From an optimization exercise on the open Yosys and OpenROAD flow, aimed at small area and a short achievable clock period; shortcuts taken in it are not production practice. Where RTL was checked, it was by simulation tests only, not by an equivalence proof against the original. Power and IR drop assume default switching activity.

==> flow/design.v <==
package rpn_pkg;
   localparam int DW_DEF      = 16;
   localparam int CNT_W_DEF   = 10;
   localparam int PROG_AW_DEF = 8;
   typedef enum logic [1:0] {
      KIND_PUSH = 2'b00,
      KIND_OP   = 2'b01,
      KIND_END  = 2'b10,
      KIND_NOP  = 2'b11
   } kind_t;
endpackage
module rpn_prog_mem #(
   parameter int AW = 8,
   parameter int W  = 17
) (
   input  logic                step,
   input  logic                wr,
   input  logic [AW-1:0]       waddr,
   input  logic [W-1:0]        wdata,
   input  logic [2**(AW/2)-1:0] rlo,
   input  logic [2**(AW/2)-1:0] rhi,
   output logic [W-1:0]        rdata
);
   localparam int N  = 2**AW;
   localparam int HN = 2**(AW/2);
   logic [W-1:0]  mem [N];
   logic [W-1:0]  grp [HN];    
   logic          pw;          
   logic [AW-1:0] pa;
   logic [W-1:0]  pd;
   logic [W-1:0]  word0;       
   always_ff @(posedge step) begin
      pw <= wr;
      pa <= waddr;
      pd <= wdata;
   end
   for (genvar w = 0; w < N; w++) begin : g_word
      always_ff @(posedge step) begin
         if (pw && pa == AW'(w)) mem[w] <= pd;
      end
   end
   assign word0 = (pw && pa == '0) ? pd : mem[0];
   always_comb begin
      for (int g = 0; g < HN; g++) begin
         grp[g] = '0;
         for (int j = 0; j < HN; j++) grp[g] = grp[g] | ({W{rlo[j]}} & ((g*HN + j == 0) ? word0 : mem[g*HN + j]));
      end
      rdata = '0;
      for (int g = 0; g < HN; g++) rdata = rdata | ({W{rhi[g]}} & grp[g]);
   end
endmodule
module rpn_sequencer (
   input  logic        step,
   input  logic        nrst,
   input  logic        start,
   input  logic        prog_wr,
   input  logic [7:0]  prog_addr,
   input  logic [17:0] prog_data,
   output logic        busy,
   output logic        done,
   output logic        err,
   output logic [15:0] result,
   output logic        calc_nrst,
   output logic        calc_push,
   output logic [15:0] calc_d,
   output logic [1:0]  calc_op,
   input  logic [9:0]  calc_cnt,
   input  logic [15:0] calc_out,
   output logic [15:0] icount
);
   logic st_clr, st_run, st_done, st_err;
   logic [15:0] rlo, rhi;    
   logic [16:0] fi;          
   logic [8:0]  ic;          
   logic [16:0] rdata;
   logic [16:0] wenc;
   wire w_push = (prog_data[17:16] == rpn_pkg::KIND_PUSH);
   assign wenc = {w_push,
                  w_push ? prog_data[15:14] : prog_data[17:16],
                  prog_data[13:0]};
   rpn_prog_mem #(.AW(8), .W(17)) u_prog_mem (
      .step  (step),
      .wr    (prog_wr && !busy),
      .waddr (prog_addr),
      .wdata (wenc),
      .rlo   (rlo),
      .rhi   (rhi),
      .rdata (rdata)
   );
   wire f_push = fi[16];
   wire f_op   = !fi[16] && (fi[15:14] == rpn_pkg::KIND_OP);
   wire f_end  = !fi[16] && (fi[15:14] == rpn_pkg::KIND_END);
   wire full   = &calc_cnt;
   wire lt2    = ~|calc_cnt[9:1];
   wire fail   = (f_push && full) || (f_op && fi[1] && lt2);
   wire issue  = st_run && !f_end && !fail;
   wire last   = &ic[7:0];
   wire restart = start && !st_clr && !st_run;
   always_ff @(posedge step) begin
      if (!nrst) begin
         st_clr  <= 1'b0;
         st_run  <= 1'b0;
         st_done <= 1'b0;
         st_err  <= 1'b0;
      end else begin
         st_clr  <= restart;
         st_run  <= st_clr || (issue && !last);
         st_done <= !restart && (st_done || (st_run && f_end));
         st_err  <= !restart && (st_err || (st_run && fail) || (issue && last));
      end
   end
   always_ff @(posedge step) begin
      if (!nrst || restart) ic <= '0;
      else if (issue)       ic <= ic + 9'd1;
   end
   always_ff @(posedge step) begin
      if (!nrst)                 result <= '0;
      else if (st_run && f_end)  result <= calc_out;
   end
   always_ff @(posedge step) begin
      if (restart) begin
         rlo <= 16'd1;
         rhi <= 16'd1;
      end else begin
         rlo <= {rlo[14:0], rlo[15]};
         if (rlo[15]) rhi <= {rhi[14:0], rhi[15]};
      end
      fi <= rdata;
   end
   assign busy      = st_clr || st_run;
   assign done      = st_done;
   assign err       = st_err;
   assign calc_nrst = nrst && !st_clr;
   assign calc_push = st_run && f_push && !full;
   assign calc_d    = calc_push ? fi[15:0] : 16'd0;
   assign calc_op   = (st_run && f_op && !(fi[1] && lt2)) ? fi[1:0] : 2'd0;
   assign icount    = {7'd0, ic};
endmodule
==> flow/config.mk <==
export PLATFORM = sky130hd
export DESIGN_NAME = rpn_sequencer
export DESIGN_NICKNAME = rpn_sequencer
export VERILOG_FILES = /design/flow/design.v
export SDC_FILE = /design/flow/constraint.sdc
export NUM_CORES = 4
export LEC_CHECK = 0
export CAP_MARGIN = 20
export CORE_MARGIN = 2
export CORE_UTILIZATION = 55
export CTS_BUF_LIST = sky130_fd_sc_hd__clkbuf_16
export CTS_CLUSTER_DIAMETER = 60
export CTS_CLUSTER_SIZE = 30
export SETUP_SLACK_MARGIN = 3.3
export SLEW_MARGIN = 20
export SYNTH_MEMORY_MAX_BITS = 8192
export TNS_END_PERCENT = 20
==> flow/constraint.sdc <==
create_clock -name core_clock -period 7.0 [get_ports {step}]
set_input_delay 1.4000 -clock core_clock [delete_from_list [all_inputs] [get_ports {step}]]
set_output_delay 1.4000 -clock core_clock [all_outputs]
set_load 0.01 [all_outputs]
run.sh (not shown) runs the stock make flow with config.mk's settings and CLKGATE_MAP_FILE= SYNTH_SCRIPT=/design/flow/synth_recipe.tcl, a recipe that flattens the netlist after the stock synthesis.
Then changed:
--- a/flow/design.v
+++ b/flow/design.v
@@ -22,29 +22,19 @@
    output logic [W-1:0]        rdata
 );
    localparam int N  = 2**AW;
    localparam int HN = 2**(AW/2);
-   logic [W-1:0]  mem [N];
-   logic [W-1:0]  grp [HN];    
-   logic          pw;          
-   logic [AW-1:0] pa;
-   logic [W-1:0]  pd;
-   logic [W-1:0]  word0;       
-   always_ff @(posedge step) begin
-      pw <= wr;
-      pa <= waddr;
-      pd <= wdata;
-   end
+   logic [W-1:0] mem [N];
+   logic [W-1:0] grp [HN];    
    for (genvar w = 0; w < N; w++) begin : g_word
       always_ff @(posedge step) begin
-         if (pw && pa == AW'(w)) mem[w] <= pd;
+         if (wr && waddr == AW'(w)) mem[w] <= wdata;
       end
    end
-   assign word0 = (pw && pa == '0) ? pd : mem[0];
    always_comb begin
       for (int g = 0; g < HN; g++) begin
          grp[g] = '0;
-         for (int j = 0; j < HN; j++) grp[g] = grp[g] | ({W{rlo[j]}} & ((g*HN + j == 0) ? word0 : mem[g*HN + j]));
+         for (int j = 0; j < HN; j++) grp[g] = grp[g] | ({W{rlo[j]}} & mem[g*HN + j]);
       end
       rdata = '0;
       for (int g = 0; g < HN; g++) rdata = rdata | ({W{rhi[g]}} & grp[g]);
    end
After rerunning: Final area decreases by 0.86%; sequential share of layout area went up by 0.41 points; worst hold slack hardly moves; first-iteration DRC count goes up by 8.9%; critical path depth does not change; global-route usage came out higher by 2.0 points; combinational power grows by about 8%; cell count came out lower by 0.62%; clock skew went down by 0.013 ns.
Function not checked in the first run of this note: the RTL went through the layout flow alone.

========
Setup of try-fjord:
rpn_sequencer, a different RTL version from the one above (not shown whole).
Size: ~8,900 cells after synthesis, ~4,500 flip-flops, roughly 110 I/O pins.
// rpn_sequencer
module rpn_sequencer (
   input  logic        step,
   input  logic        nrst,
   input  logic        start,
   input  logic        prog_wr,
   input  logic [7:0]  prog_addr,
   input  logic [17:0] prog_data,
   output logic        busy,
   output logic        done,
   output logic        err,
   output logic [15:0] result,
   output logic        calc_nrst,
   output logic        calc_push,
   output logic [15:0] calc_d,
   output logic [1:0]  calc_op,
   input  logic [9:0]  calc_cnt,
   input  logic [15:0] calc_out,
   output logic [15:0] icount
);
==> module rpn_prog_mem, before the edit <==
module rpn_prog_mem #(
   parameter int W = 17
) (
   input  logic         step,
   input  logic         wr,
   input  logic [7:0]   waddr,
   input  logic [W-1:0] wdata,
   input  logic [7:0]   a8,
   input  logic [7:0]   b8,
   input  logic [3:0]   q4,
   input  logic         rd0,
   output logic [W-1:0] rdata
);
   logic [W-1:0] mem [256];
   logic [15:0]  plo_n, phi_n;  
   logic [W-1:0] pd;
   logic [W-1:0] view [256];    
   logic [W-1:0] cl [4][8];     
   logic [W-1:0] qs [4];        
   logic [W-1:0] qw [4];        
   logic [W-1:0] st2;
   always_ff @(posedge step) begin
      for (int i = 0; i < 16; i++) begin
         plo_n[i] <= !(wr && waddr[3:0] == 4'(i));
         phi_n[i] <= !(waddr[7:4] == 4'(i));
      end
      pd <= wdata;
   end
   for (genvar w = 0; w < 256; w++) begin : g_word
      always_ff @(posedge step) begin
         if (!(plo_n[w % 16] || phi_n[w / 16])) mem[w] <= pd;
      end
      if (w < 2) begin : g_fwd
         assign view[w] = (!(plo_n[w % 16] || phi_n[w / 16])) ? pd : mem[w];
      end else begin : g_nofwd
         assign view[w] = mem[w];
      end
   end
   always_comb begin
      for (int q = 0; q < 4; q++) begin
         qs[q] = '0;
         for (int c = 0; c < 8; c++) begin
            cl[q][c] = '0;
            for (int i = 0; i < 8; i++) cl[q][c] = cl[q][c] | ({W{a8[i]}} & view[q*64 + c*8 + i]);
            qs[q] = qs[q] | ({W{b8[c]}} & cl[q][c]);
         end
      end
      st2 = '0;
      for (int q = 0; q < 4; q++) st2 = st2 | ({W{q4[q]}} & qw[q]);
   end
   always_ff @(posedge step) begin
      for (int q = 0; q < 4; q++) qw[q] <= qs[q];
   end
   assign rdata = rd0 ? view[0] : st2;
endmodule
Settings: LEC_CHECK=0, CAP_MARGIN=20, CORE_MARGIN=2, CORE_UTILIZATION=62, CTS_BUF_LIST=sky130_fd_sc_hd__clkbuf_16, CTS_CLUSTER_DIAMETER=60, CTS_CLUSTER_SIZE=30, SETUP_SLACK_MARGIN=3.6, SLEW_MARGIN=20, SYNTH_HIERARCHICAL=1, SYNTH_MEMORY_MAX_BITS=8192, SYNTH_MINIMUM_KEEP_SIZE=0, TNS_END_PERCENT=30; clock period 7.0 ns.
standard.sh (not shown) runs the stock make flow with config.mk's settings and CLKGATE_MAP_FILE= SYNTH_SCRIPT=/design/flow/synth_recipe.tcl, a recipe that flattens the netlist after the stock synthesis.
==> flow/flow/run.sh <==
#!/bin/bash
# Layout flow: the standard flow (standard.sh: ORFS synthesis through
# finish, unchanged), except that clock tree synthesis is run without dummy
# loads. Each tool's output goes to its own log in this folder, and ORFS
# keeps its per-step logs under orfs/logs/.
set -euo pipefail
export CTS_ARGS="-sink_clustering_enable -repair_clock_nets -sink_clustering_size 30 -sink_clustering_max_diameter 60 -buf_list sky130_fd_sc_hd__clkbuf_16 -dont_use_dummy_load"
bash standard.sh > standard_flow.log 2>&1
### try-fjord -> try-delta
-- flow/design.v --
<<< try-fjord, line 48
      end
   end
   always_comb begin
      for (int q = 0; q < 4; q++) begin
         qs[q] = '0;
         for (int c = 0; c < 8; c++) begin
            cl[q][c] = '0;
            for (int i = 0; i < 8; i++) cl[q][c] = cl[q][c] | ({W{a8[i]}} & view[q*64 + c*8 + i]);
            qs[q] = qs[q] | ({W{b8[c]}} & cl[q][c]);
         end
      end
      st2 = '0;
      for (int q = 0; q < 4; q++) st2 = st2 | ({W{q4[q]}} & qw[q]);
>>> try-delta, line 48
      end
   end
   for (genvar q = 0; q < 4; q++) begin : g_q
      for (genvar k = 0; k < W; k++) begin : g_k
         logic [2:0] z;
         for (genvar c = 0; c < 8; c++) begin : g_c
            logic [2:0] y;
            rpn_sel3_n u_y0 (.s(a8[2:0]), .d0(view[q*64 + c*8 + 0][k]),
                             .d1(view[q*64 + c*8 + 1][k]), .d2(view[q*64 + c*8 + 2][k]),
                             .y_n(y[0]));
            rpn_sel3_n u_y1 (.s(a8[5:3]), .d0(view[q*64 + c*8 + 3][k]),
                             .d1(view[q*64 + c*8 + 4][k]), .d2(view[q*64 + c*8 + 5][k]),
                             .y_n(y[1]));
            assign y[2] = ~((a8[6] & view[q*64 + c*8 + 6][k]) |
                            (a8[7] & view[q*64 + c*8 + 7][k]));
            assign cl[q][c][k] = ~&y;
         end
         rpn_sel3_n u_z0 (.s(b8[2:0]), .d0(cl[q][0][k]), .d1(cl[q][1][k]), .d2(cl[q][2][k]),
                          .y_n(z[0]));
         rpn_sel3_n u_z1 (.s(b8[5:3]), .d0(cl[q][3][k]), .d1(cl[q][4][k]), .d2(cl[q][5][k]),
                          .y_n(z[1]));
         assign z[2] = ~((b8[6] & cl[q][6][k]) | (b8[7] & cl[q][7][k]));
         assign qs[q][k] = ~&z;
      end
   end
   always_comb begin
      st2 = '0;
      for (int q = 0; q < 4; q++) st2 = st2 | ({W{q4[q]}} & qw[q]);
<<< try-fjord, line 64
   end
   assign rdata = rd0 ? view[0] : st2;
endmodule
module rpn_sequencer (
>>> try-delta, line 79
   end
   assign rdata = rd0 ? view[0] : st2;
endmodule
module rpn_sel3_n (
   input  logic [2:0] s,
   input  logic       d0,
   input  logic       d1,
   input  logic       d2,
   output logic       y_n
);
   assign y_n = ~((s[0] & d0) | (s[1] & d1) | (s[2] & d2));
endmodule
module rpn_sequencer (
## What came out
- try-delta was carried through to the last stage, and its layout satisfied the timing, DRC and antenna checks.
- Delta (try-delta minus try-fjord): setup slack of the critical path after layout climbed 0.050 ns, global-route track usage on met3 decreased 0.16 points.
- try-delta vs try-fjord: cell area after layout down slightly
- Between try-fjord and try-delta, share of the final layout cell area in multi-input gates is higher for try-fjord, try-delta comes in under that.
- Number of global-route vias before repair in try-delta vs try-fjord: down 709
- Across both runs, synthesized cell count was lower for try-delta than for try-fjord.
- In the tables for try-fjord and try-delta, via count reads higher with try-fjord.
- try-fjord -> try-delta: adder-cell share of the synthesized area flat
- | sequential power | try-delta vs try-fjord | ≈ equal |
- On number of well-tap cells placed: try-delta sits below try-fjord.
- try-delta vs. try-fjord: longest individual stage delay on the worst path climbed 0.04 ns; total power barely changed; combinational cell fraction of total power climbed 1.2 points; net total in the final layout dropped 3.6%.

========
## before
Another version of the RTL of rpn_sequencer (not shown whole).
Size: ~8900 cells after synthesis, about 4500 flip-flops, roughly 110 I/O pins, ~160000 sq um of cells after synthesis.
==> module rpn_sequencer, before the edit <==
module rpn_sequencer (
   input  logic        step,
   input  logic        nrst,
   input  logic        start,
   input  logic        prog_wr,
   input  logic [7:0]  prog_addr,
   input  logic [17:0] prog_data,
   output logic        busy,
   output logic        done,
   output logic        err,
   output logic [15:0] result,
   output logic        calc_nrst,
   output logic        calc_push,
   output logic [15:0] calc_d,
   output logic [1:0]  calc_op,
   input  logic [9:0]  calc_cnt,
   input  logic [15:0] calc_out,
   output logic [15:0] icount
);
   logic st_clr, st_run, st_done, st_err, busy_q;
   logic [7:0]  a8, b8;      
   logic [3:0]  h4, q4;      
   logic [16:0] fi;          
   logic [8:0]  ic;          
   logic [16:0] rdata;
   logic [16:0] wenc;
   wire [1:0] w_kind = prog_data[17:16];
   always_comb begin
      case (w_kind)
         rpn_pkg::KIND_PUSH: wenc = {1'b1, prog_data[15:0]};
         rpn_pkg::KIND_OP:   wenc = {1'b0, 14'd0, prog_data[1:0]};
         rpn_pkg::KIND_END:  wenc = {1'b0, 13'd0, 1'b1, 2'b00};
         default:            wenc = '0;
      endcase
   end
   rpn_prog_mem #(.W(17)) u_prog_mem (
      .step  (step),
      .wr    (prog_wr && !busy_q),
      .waddr (prog_addr),
      .wdata (wenc),
      .a8    (a8),
      .b8    (b8),
      .q4    (q4),
      .rd0   (st_clr),
      .rdata (rdata)
   );
   wire f_push = fi[16];
   wire f_op1  = !fi[16] && fi[1];       
   wire f_op0  = !fi[16] && fi[0];
   wire f_end  = !fi[16] && fi[2];
   wire full   = &calc_cnt;
   wire ge2    = |calc_cnt[9:1];
   wire fail   = (f_push && full) || (f_op1 && !ge2);
   wire issue  = st_run && !f_end && !fail;
   wire last   = &ic[7:0];
   wire restart = start && !busy_q;
   always_ff @(posedge step) begin
      if (!nrst) begin
         st_clr  <= 1'b0;
         st_run  <= 1'b0;
         busy_q  <= 1'b0;
         st_done <= 1'b0;
         st_err  <= 1'b0;
      end else begin
         st_clr  <= restart;
         st_run  <= st_clr || (issue && !last);
         busy_q  <= restart || st_clr || (issue && !last);
         st_done <= !restart && (st_done || (st_run && f_end));
         st_err  <= !restart && (st_err || (st_run && fail) || (issue && last));
      end
   end
   always_ff @(posedge step) begin
      if (!nrst || restart) ic <= '0;
      else if (issue)       ic <= ic + 9'd1;
   end
   always_ff @(posedge step) begin
      if (!nrst)                 result <= '0;
      else if (st_run && f_end)  result <= calc_out;
   end
   always_ff @(posedge step) begin
      if (restart) begin
         a8 <= 8'd2;
         b8 <= 8'd1;
         h4 <= 4'd1;
      end else begin
         a8 <= {a8[6:0], a8[7]};
         if (a8[7])          b8 <= {b8[6:0], b8[7]};
         if (a8[7] && b8[7]) h4 <= {h4[2:0], h4[3]};
      end
      q4 <= h4;
      fi <= rdata;
   end
   assign busy      = busy_q;
   assign done      = st_done;
   assign err       = st_err;
   assign calc_nrst = nrst && !st_clr;
   assign calc_op   = {st_run && f_op1 && ge2,
                       st_run && f_op0 && (!fi[1] || ge2)};
   assign icount    = {7'd0, ic};
   wire push_en = st_run && f_push;
   rpn_full_gate u_push_gate (.cnt(calc_cnt), .en(push_en), .d(1'b1), .y(calc_push));
   for (genvar i = 0; i < 16; i++) begin : g_d
      rpn_full_gate u_d_gate (.cnt(calc_cnt), .en(push_en), .d(fi[i]), .y(calc_d[i]));
   end
endmodule
Settings: LEC_CHECK=0, CAP_MARGIN=20, CORE_MARGIN=2, CORE_UTILIZATION=55, CTS_BUF_LIST=sky130_fd_sc_hd__clkbuf_16, CTS_CLUSTER_DIAMETER=60, CTS_CLUSTER_SIZE=30, SETUP_SLACK_MARGIN=3.3, SLEW_MARGIN=20, SYNTH_HIERARCHICAL=1, SYNTH_MEMORY_MAX_BITS=8192, SYNTH_MINIMUM_KEEP_SIZE=0, TNS_END_PERCENT=20; clock period 7.0 ns.
run.sh (not shown) runs the stock make flow with config.mk's settings and CLKGATE_MAP_FILE= SYNTH_SCRIPT=/design/flow/synth_recipe.tcl, a recipe that flattens the netlist after the stock synthesis.
Stock flow here: none of the scripts above is used.
Both conditions hold for before: the flow ran to the end and the final layout passed the timing, DRC and antenna checks.
Inputs modified between before and after:
-- flow/design.v --
<<< before, line 160
   assign err       = st_err;
   assign calc_nrst = nrst && !st_clr;
   assign calc_op   = {st_run && f_op1 && ge2,
                       st_run && f_op0 && (!fi[1] || ge2)};
   assign icount    = {7'd0, ic};
   wire push_en = st_run && f_push;
>>> after, line 160
   assign err       = st_err;
   assign calc_nrst = nrst && !st_clr;
   rpn_ge2_gate u_op1_gate (.cnt(calc_cnt[9:1]), .en(st_run && f_op1), .x(1'b0),
                            .y(calc_op[1]));
   rpn_ge2_gate u_op0_gate (.cnt(calc_cnt[9:1]), .en(st_run && f_op0), .x(!fi[1]),
                            .y(calc_op[0]));
   assign icount    = {7'd0, ic};
   wire push_en = st_run && f_push;
<<< before, line 177
   assign y = en && d && !(&cnt);
endmodule
>>> after, line 179
   assign y = en && d && !(&cnt);
endmodule
module rpn_ge2_gate (
   input  logic [8:0] cnt,
   input  logic       en,
   input  logic       x,
   output logic       y
);
   assign y = en && (x || (|cnt));
endmodule
==> comparison <==
- after vs. before: arrival time reported for the critical path endpoint now sits higher, area added between synthesis and finish went down 0.83 points, routed wire length went down.
- Per the comparison of after with before, full die area now sits at about the same level, core utilization now smaller, non-clock buffer count moved down.
- Clock buffer count from CTS came out lower on after than on before.
- Looking at number of fill cells across before and after, the one that comes out lower is before.
- The global-route track usage on met3 reported for after is smaller than that of before by 0.23 points.
- Taking before as the reference, in after number of antenna violations at the first check in global routing higher; clock skew lower; count of clock buffers in the final design lower.

static timing again, ports no longer ideal:
The flow's constraints put no driver on any port. The routed layouts listed below were extracted and timed again, unchanged, in two steps.
Step 1 assumes that a clkbuf_16 drives the clock port and a buf_2 every other input.
Step 2 adds t to the input delays and takes it off the output delays; t is the mean of the earliest and latest rising clock arrival at the registers after step 1. Input paths then give back, and output paths get back, about the clock's delay inside the block.
Three values: no drivers, after step 1, after step 2; two values: the first two.
run	shift t [ns]	setup WS [ns]	latest minus earliest clock arrival (ns)
the first run of note 1	1.015	3.006 / 2.941 / 2.941	0.054 / 0.054
the second run of note 1	1.026	2.801 / 2.801 / 1.883	0.046 / 0.046
try-fjord	1.025	3.394 / 3.187 / 3.187	0.089 / 0.090
try-delta	0.991	3.444 / 3.190 / 3.190	0.113 / 0.112
before	1.018	3.021 / 2.961 / 2.961	0.066 / 0.066
after	1.075	3.243 / 3.191 / 3.191	0.053 / 0.053
After both steps every run listed still meets setup and hold. The setup slack of the second run of note 1, which loses most, moves by 0.000 ns with the drivers and by -0.918 ns with both steps.
